Context: an optimization exercise on an open-source flow, tuned for small area and a short achievable clock period. The choices shown serve that exercise and are no tape-out recipe. RTL that was checked went through simulation tests only; none was proved equivalent to the original. No activity file was given, so power comes from the tool's default toggle rates.

==> flow/design.v <==
package mem_responder_pkg;
   localparam int N_RING   = 4;
   localparam int RING_LEN = 64;
   localparam int POS_W    = 6;
   localparam int WSTEP    = 5;
   localparam int RSTEP    = 3;
   localparam int INVERT   = 0;
   localparam logic [3:0] NOP = 4'd0;
   localparam logic [3:0] ADD = 4'd1;
   localparam logic [3:0] SUB = 4'd2;
   localparam logic [3:0] AND = 4'd3;
   localparam logic [3:0] NOT = 4'd4;
   localparam logic [3:0] RD  = 4'd5;
   localparam logic [3:0] WR  = 4'd6;
   localparam logic [3:0] BR  = 4'd7;
   localparam logic [3:0] BRZ = 4'd8;
   function automatic logic is_store(input logic [3:0] op);
      return (op == WR);
   endfunction
endpackage
module mem_array #(
   parameter int unsigned word_sz  = 16,
   parameter int unsigned n_ring   = 2,
   parameter int unsigned ring_len = 128,
   parameter int unsigned wstep    = 5,
   parameter int unsigned rstep    = 3,
   parameter int unsigned invert   = 0
) (
   input  logic                  i_clk,
   input  logic [n_ring-1:0]     i_wring,
   input  logic [7:0]            i_wlo,
   input  logic [ring_len/8-1:0] i_whi,
   input  logic [n_ring-1:0]     i_wring_n,
   input  logic [7:0]            i_wlo_n,
   input  logic [ring_len/8-1:0] i_whi_n,
   input  logic [word_sz-1:0]    i_wdata,
   input  logic [n_ring*ring_len-1:0] i_rsel,
   input  logic                  i_csel,
   input  logic                  i_xsel,
   input  logic [word_sz-1:0]    i_xdata,
   input  logic                  i_hold,
   input  logic [word_sz-1:0]    i_hdata,
   output logic [word_sz-1:0]    o_rdata
);
   localparam int unsigned N = n_ring * ring_len;
   logic [N-1:0][word_sz-1:0] r_cell;
   function automatic logic inv_at(input int unsigned p);
      inv_at = (invert != 0) && (((p / wstep) % 2) == 1);
   endfunction
   always_ff @(posedge i_clk) begin
      for (int r = 0; r < n_ring; r++) begin
         for (int p = 0; p < ring_len; p++) begin
            if (p % wstep == 0 && invert == 0) begin
               if (i_wring[r]
                   && i_wlo[((p + ring_len - 1) % ring_len) % 8]
                   && i_whi[((p + ring_len - 1) % ring_len) / 8])
                  r_cell[r * ring_len + p] <= i_wdata;
               else
                  r_cell[r * ring_len + p] <= r_cell[r * ring_len + (p + ring_len - 1) % ring_len];
            end else if (p % wstep == 0) begin
               r_cell[r * ring_len + p] <= ~(
                  ({word_sz{i_wring[r]
                            & i_wlo[((p + ring_len - 1) % ring_len) % 8]
                            & i_whi[((p + ring_len - 1) % ring_len) / 8]}}
                   & (inv_at(p) ? i_wdata : ~i_wdata))
                | ({word_sz{i_wring_n[r]
                            | i_wlo_n[((p + ring_len - 1) % ring_len) % 8]
                            | i_whi_n[((p + ring_len - 1) % ring_len) / 8]}}
                   & r_cell[r * ring_len + (p + ring_len - 1) % ring_len]));
            end else begin
               r_cell[r * ring_len + p] <= r_cell[r * ring_len + p - 1];
            end
         end
      end
   end
   logic [word_sz-1:0] w_true;      
   logic [word_sz-1:0] w_comp;      
   always_comb begin
      w_true     = ({word_sz{i_xsel}} & i_xdata) | ({word_sz{i_hold}} & i_hdata);
      w_comp     = '0;
      for (int r = 0; r < n_ring; r++)
         for (int p = 0; p < ring_len; p++)
            if (p % rstep == 0 || p == ring_len - 1) begin
               if (inv_at(p)) begin
                  w_comp = w_comp | ({word_sz{i_rsel[r * ring_len + p]}}
                                     & r_cell[r * ring_len + p]);
               end else begin
                  w_true = w_true | ({word_sz{i_rsel[r * ring_len + p]}}
                                     & r_cell[r * ring_len + p]);
               end
            end
   end
   assign o_rdata = w_true | ({word_sz{i_csel}} & ~w_comp);
endmodule
import mem_responder_pkg::*;
module mem_responder #(
   parameter int unsigned word_sz     = 16,
   parameter int unsigned mem_sz      = 256,
   parameter int unsigned wait_cycles = 2
) (
   input  logic               clk,
   input  logic               rst,
   input  logic               bus_req_valid,
   output logic               bus_req_ready,
   input  logic               bus_req_write,
   input  logic [word_sz-1:0] bus_req_addr,
   input  logic [word_sz-1:0] bus_req_wdata,
   output logic               bus_rsp_valid,
   input  logic               bus_rsp_ready,
   output logic [word_sz-1:0] bus_rsp_rdata,
   output logic               bus_rsp_err
);
   localparam int unsigned NR     = mem_responder_pkg::N_RING;
   localparam int unsigned RING_W = $clog2(NR);
   localparam int unsigned POS_W  = mem_responder_pkg::POS_W;
   localparam int unsigned LEN    = mem_responder_pkg::RING_LEN;
   localparam int unsigned NHI    = LEN / 8;
   logic               r_live;      
   logic               r_ready;     
   logic               r_s1;        
   logic               r_s2;        
   logic               r_s3;        
   logic               r_valid;     
   logic               r_err;       
   logic               r_wr;        
   logic [word_sz-1:0] r_wdata;
   logic [NR-1:0]      r_rring;     
   logic [NR-1:0]      r_wring;     
   logic [7:0]         r_lo;        
   logic [NHI-1:0]     r_hi;        
   logic [NR-1:0]      r_wring_n;   
   logic [7:0]         r_lo_n;
   logic [NHI-1:0]     r_hi_n;
   logic [word_sz-1:0] r_rsp_rdata;
   logic [NR*LEN-1:0]  r_rsel;      
   logic               r_csel;      
   logic               r_xsel;      
   logic [POS_W-1:0]   r_rot;       
   logic               w_accept;
   logic               w_in_range;
   logic [POS_W-1:0]   w_at;
   logic [NR-1:0]      w_ring;
   logic               w_whit;      
   logic [word_sz-1:0] w_arr_rdata;
   assign w_accept   = r_ready && bus_req_valid;
   assign w_in_range = (32'(bus_req_addr) < mem_sz);
   assign w_at       = bus_req_addr[POS_W-1:0] + r_rot;
   always_comb begin
      w_ring = '0;
      w_ring[bus_req_addr[POS_W +: RING_W]] = 1'b1;
   end
   logic [7:0]         w_lo_nx;
   logic [NHI-1:0]     w_hi_nx;
   logic [NR-1:0]      w_rring_nx;
   logic [NR*LEN-1:0]  w_rsel_nx;
   logic               w_csel_nx;
   always_comb begin
      if (w_accept) begin
         w_lo_nx    = 8'b1 << w_at[2:0];
         w_hi_nx    = NHI'(1) << w_at[POS_W-1:3];
         w_rring_nx = (!bus_req_write && w_in_range) ? w_ring : '0;
      end else begin
         w_lo_nx    = {r_lo[6:0], r_lo[7]};
         w_hi_nx    = r_lo[7] ? {r_hi[NHI-2:0], r_hi[NHI-1]} : r_hi;
         w_rring_nx = r_s3 ? '0 : r_rring;
      end
      w_rsel_nx = '0;
      w_csel_nx = 1'b0;
      for (int r = 0; r < NR; r++)
         for (int p = 0; p < LEN; p++)
            if (p % mem_responder_pkg::RSTEP == 0 || p == LEN - 1) begin
               w_rsel_nx[r * LEN + p] = w_rring_nx[r] && w_lo_nx[p % 8] && w_hi_nx[p / 8];
               if (mem_responder_pkg::INVERT != 0 && ((p / mem_responder_pkg::WSTEP) % 2) == 1)
                  w_csel_nx = w_csel_nx || w_rsel_nx[r * LEN + p];
            end
   end
   always_ff @(posedge clk or negedge rst) begin
      if (!rst) begin
         r_live  <= 1'b0;
         r_ready <= 1'b0;
         r_s1    <= 1'b0;
         r_s2    <= 1'b0;
         r_s3    <= 1'b0;
         r_valid <= 1'b0;
         r_rring <= '0;
      end else begin
         r_live  <= 1'b1;
         r_ready <= !r_live || (r_ready && !bus_req_valid) || (r_valid && bus_rsp_ready);
         r_s1    <= w_accept;
         r_s2    <= r_s1;
         r_s3    <= r_s2;
         r_valid <= r_s3 || (r_valid && !bus_rsp_ready);
         r_rring <= w_rring_nx;
      end
   end
   always_ff @(posedge clk) begin
      r_rot  <= r_rot + 1'b1;
      r_lo   <= w_lo_nx;
      r_lo_n <= ~w_lo_nx;
      r_hi   <= w_hi_nx;
      r_hi_n <= ~w_hi_nx;
      r_rsel <= w_rsel_nx;
      r_csel <= w_csel_nx;
      r_xsel <= w_accept && (bus_req_write || !w_in_range);
      if (w_accept) begin
         r_err   <= !w_in_range;
         r_wr    <= bus_req_write && w_in_range;
         r_wdata <= bus_req_wdata;
         r_wring   <= (bus_req_write && w_in_range) ? w_ring : '0;
         r_wring_n <= (bus_req_write && w_in_range) ? ~w_ring : '1;
      end else if (w_whit) begin
         r_wring   <= '0;
         r_wring_n <= '1;
      end
      r_rsp_rdata <= w_arr_rdata;
   end
   always_comb begin
      w_whit = 1'b0;
      for (int p = 0; p < LEN; p++)
         if (p % mem_responder_pkg::WSTEP == 0)
            w_whit = w_whit || (r_lo[((p + LEN - 1) % LEN) % 8] && r_hi[((p + LEN - 1) % LEN) / 8]);
   end
   mem_array #(
      .word_sz  (word_sz),
      .n_ring   (NR),
      .ring_len (LEN),
      .wstep    (mem_responder_pkg::WSTEP),
      .rstep    (mem_responder_pkg::RSTEP),
      .invert   (mem_responder_pkg::INVERT)
   ) u_mem_array (
      .i_clk     (clk),
      .i_wring   (r_wring),
      .i_wlo     (r_lo),
      .i_whi     (r_hi),
      .i_wring_n (r_wring_n),
      .i_wlo_n   (r_lo_n),
      .i_whi_n   (r_hi_n),
      .i_wdata   (r_wdata),
      .i_rsel    (r_rsel),
      .i_csel    (r_csel),
      .i_xsel    (r_xsel && r_wr),
      .i_xdata   (r_wdata),
      .i_hold    (!((|r_rsel) || r_xsel)),
      .i_hdata   (r_rsp_rdata),
      .o_rdata   (w_arr_rdata)
   );
   assign bus_req_ready = r_ready;
   assign bus_rsp_valid = r_valid;
   assign bus_rsp_rdata = r_rsp_rdata;
   assign bus_rsp_err   = r_err;
endmodule
export LEC_CHECK = 0
export ABC_CLOCK_PERIOD_IN_PS = 2500
export CAP_MARGIN = 20
export CORE_MARGIN = 2
export CORE_UTILIZATION = 45
export SETUP_SLACK_MARGIN = 2.0
export SLEW_MARGIN = 20
create_clock -name core_clock -period 4.5 [get_ports {clk}]
standard.sh (not shown) runs the stock make flow with config.mk's settings and CLKGATE_MAP_FILE= SYNTH_SCRIPT=/design/flow/synth_recipe.tcl, a recipe that flattens the netlist after the stock synthesis.
==> flow/flow/run.sh <==
#!/bin/bash
# Standard layout with a leaner clock tree: no dummy loads, larger sink clusters.
export CTS_ARGS="-sink_clustering_enable -repair_clock_nets -dont_use_dummy_load -buf_list {sky130_fd_sc_hd__clkbuf_8 sky130_fd_sc_hd__clkbuf_16} -sink_clustering_size 30 -sink_clustering_max_diameter 60"
bash standard.sh > standard.log 2>&1
Edit:
--- a/flow/design.v
+++ b/flow/design.v
@@ -131,9 +131,9 @@
    logic [NR-1:0]      r_wring_n;   
    logic [7:0]         r_lo_n;
    logic [NHI-1:0]     r_hi_n;
    logic [word_sz-1:0] r_rsp_rdata;
-   logic [NR*LEN-1:0]  r_rsel;      
+   logic [LEN-1:0]     r_tap;       
    logic               r_csel;      
    logic               r_xsel;      
    logic [POS_W-1:0]   r_rot;       
    logic               w_accept;
@@ -151,9 +151,10 @@
    end
    logic [7:0]         w_lo_nx;
    logic [NHI-1:0]     w_hi_nx;
    logic [NR-1:0]      w_rring_nx;
-   logic [NR*LEN-1:0]  w_rsel_nx;
+   logic [LEN-1:0]     w_tap_nx;
+   logic [NR*LEN-1:0]  w_rsel;
    logic               w_csel_nx;
    always_comb begin
       if (w_accept) begin
          w_lo_nx    = 8'b1 << w_at[2:0];
@@ -163,17 +164,21 @@
          w_lo_nx    = {r_lo[6:0], r_lo[7]};
          w_hi_nx    = r_lo[7] ? {r_hi[NHI-2:0], r_hi[NHI-1]} : r_hi;
          w_rring_nx = r_s3 ? '0 : r_rring;
       end
-      w_rsel_nx = '0;
+      w_tap_nx  = '0;
       w_csel_nx = 1'b0;
+      for (int p = 0; p < LEN; p++)
+         if (p % mem_responder_pkg::RSTEP == 0 || p == LEN - 1) begin
+            w_tap_nx[p] = w_lo_nx[p % 8] && w_hi_nx[p / 8];
+            if (mem_responder_pkg::INVERT != 0 && ((p / mem_responder_pkg::WSTEP) % 2) == 1)
+               w_csel_nx = w_csel_nx || (w_tap_nx[p] && (|w_rring_nx));
+         end
+   end
+   always_comb begin
       for (int r = 0; r < NR; r++)
          for (int p = 0; p < LEN; p++)
-            if (p % mem_responder_pkg::RSTEP == 0 || p == LEN - 1) begin
-               w_rsel_nx[r * LEN + p] = w_rring_nx[r] && w_lo_nx[p % 8] && w_hi_nx[p / 8];
-               if (mem_responder_pkg::INVERT != 0 && ((p / mem_responder_pkg::WSTEP) % 2) == 1)
-                  w_csel_nx = w_csel_nx || w_rsel_nx[r * LEN + p];
-            end
+            w_rsel[r * LEN + p] = r_rring[r] && r_tap[p];
    end
    always_ff @(posedge clk or negedge rst) begin
       if (!rst) begin
          r_live  <= 1'b0;
@@ -198,9 +203,9 @@
       r_lo   <= w_lo_nx;
       r_lo_n <= ~w_lo_nx;
       r_hi   <= w_hi_nx;
       r_hi_n <= ~w_hi_nx;
-      r_rsel <= w_rsel_nx;
+      r_tap  <= w_tap_nx;
       r_csel <= w_csel_nx;
       r_xsel <= w_accept && (bus_req_write || !w_in_range);
       if (w_accept) begin
          r_err   <= !w_in_range;
@@ -235,13 +240,13 @@
       .i_wring_n (r_wring_n),
       .i_wlo_n   (r_lo_n),
       .i_whi_n   (r_hi_n),
       .i_wdata   (r_wdata),
-      .i_rsel    (r_rsel),
+      .i_rsel    (w_rsel),
       .i_csel    (r_csel),
       .i_xsel    (r_xsel && r_wr),
       .i_xdata   (r_wdata),
-      .i_hold    (!((|r_rsel) || r_xsel)),
+      .i_hold    (!(((|r_rring) && (|r_tap)) || r_xsel)),
       .i_hdata   (r_rsp_rdata),
       .o_rdata   (w_arr_rdata)
    );
    assign bus_req_ready = r_ready;
- global-route usage fell by 6.7 points
- core utilization falls by 0.82 points
- final area falls by 2.9%
- synthesized area is lower by about 1.5%
- non-clock buffer count is lower by 70
- worst setup slack degrades by 0.045 ns
- cell count fell by 2.0%
- sequential share of layout area goes up by 0.89 points
- via count shrinks by about 8%
- wire length decreases by about 20%
- total power is lower by 3.0%
- clock power shrinks by about 4%
For the first run of this note, only the layout was checked, not whether the RTL still works.

==> afterwards: timing with drivers on the ports <==
In the flow no input, the clock included, has a driving cell. The finished layouts below were timed again as built, in two steps. Step 1 (the two cells are an assumption about what drives the block):
set clk [get_ports {clk}]
set_driving_cell -lib_cell sky130_fd_sc_hd__clkbuf_16 $clk
set_driving_cell -lib_cell sky130_fd_sc_hd__buf_2 [delete_from_list [all_inputs] $clk]
Step 2, shift: input delay + t, output delay - t, t = (earliest + latest rising clock arrival at the registers) / 2. This alone moves slack from input paths to output paths. Slacks: ideal ports / drivers / drivers and shift; pairs: ideal ports / drivers.
run	t, ns	slack for setup (ns)	hold slack, ns	latest minus earliest clock arrival (ns)	worst slew at a driven data input, ns
the first run	0.944	1.942 / 1.938 / 1.167	0.252 / 0.252 / 0.252	0.118 / 0.117	0.11
the second run	0.920	1.897 / 1.897 / 1.230	0.250 / 0.250 / 0.250	0.137 / 0.137	0.07
After both steps setup and hold are still met in every run listed. For the first run, which loses most, drivers alone change the setup slack by -0.004 ns; drivers and shift together by -0.775 ns.
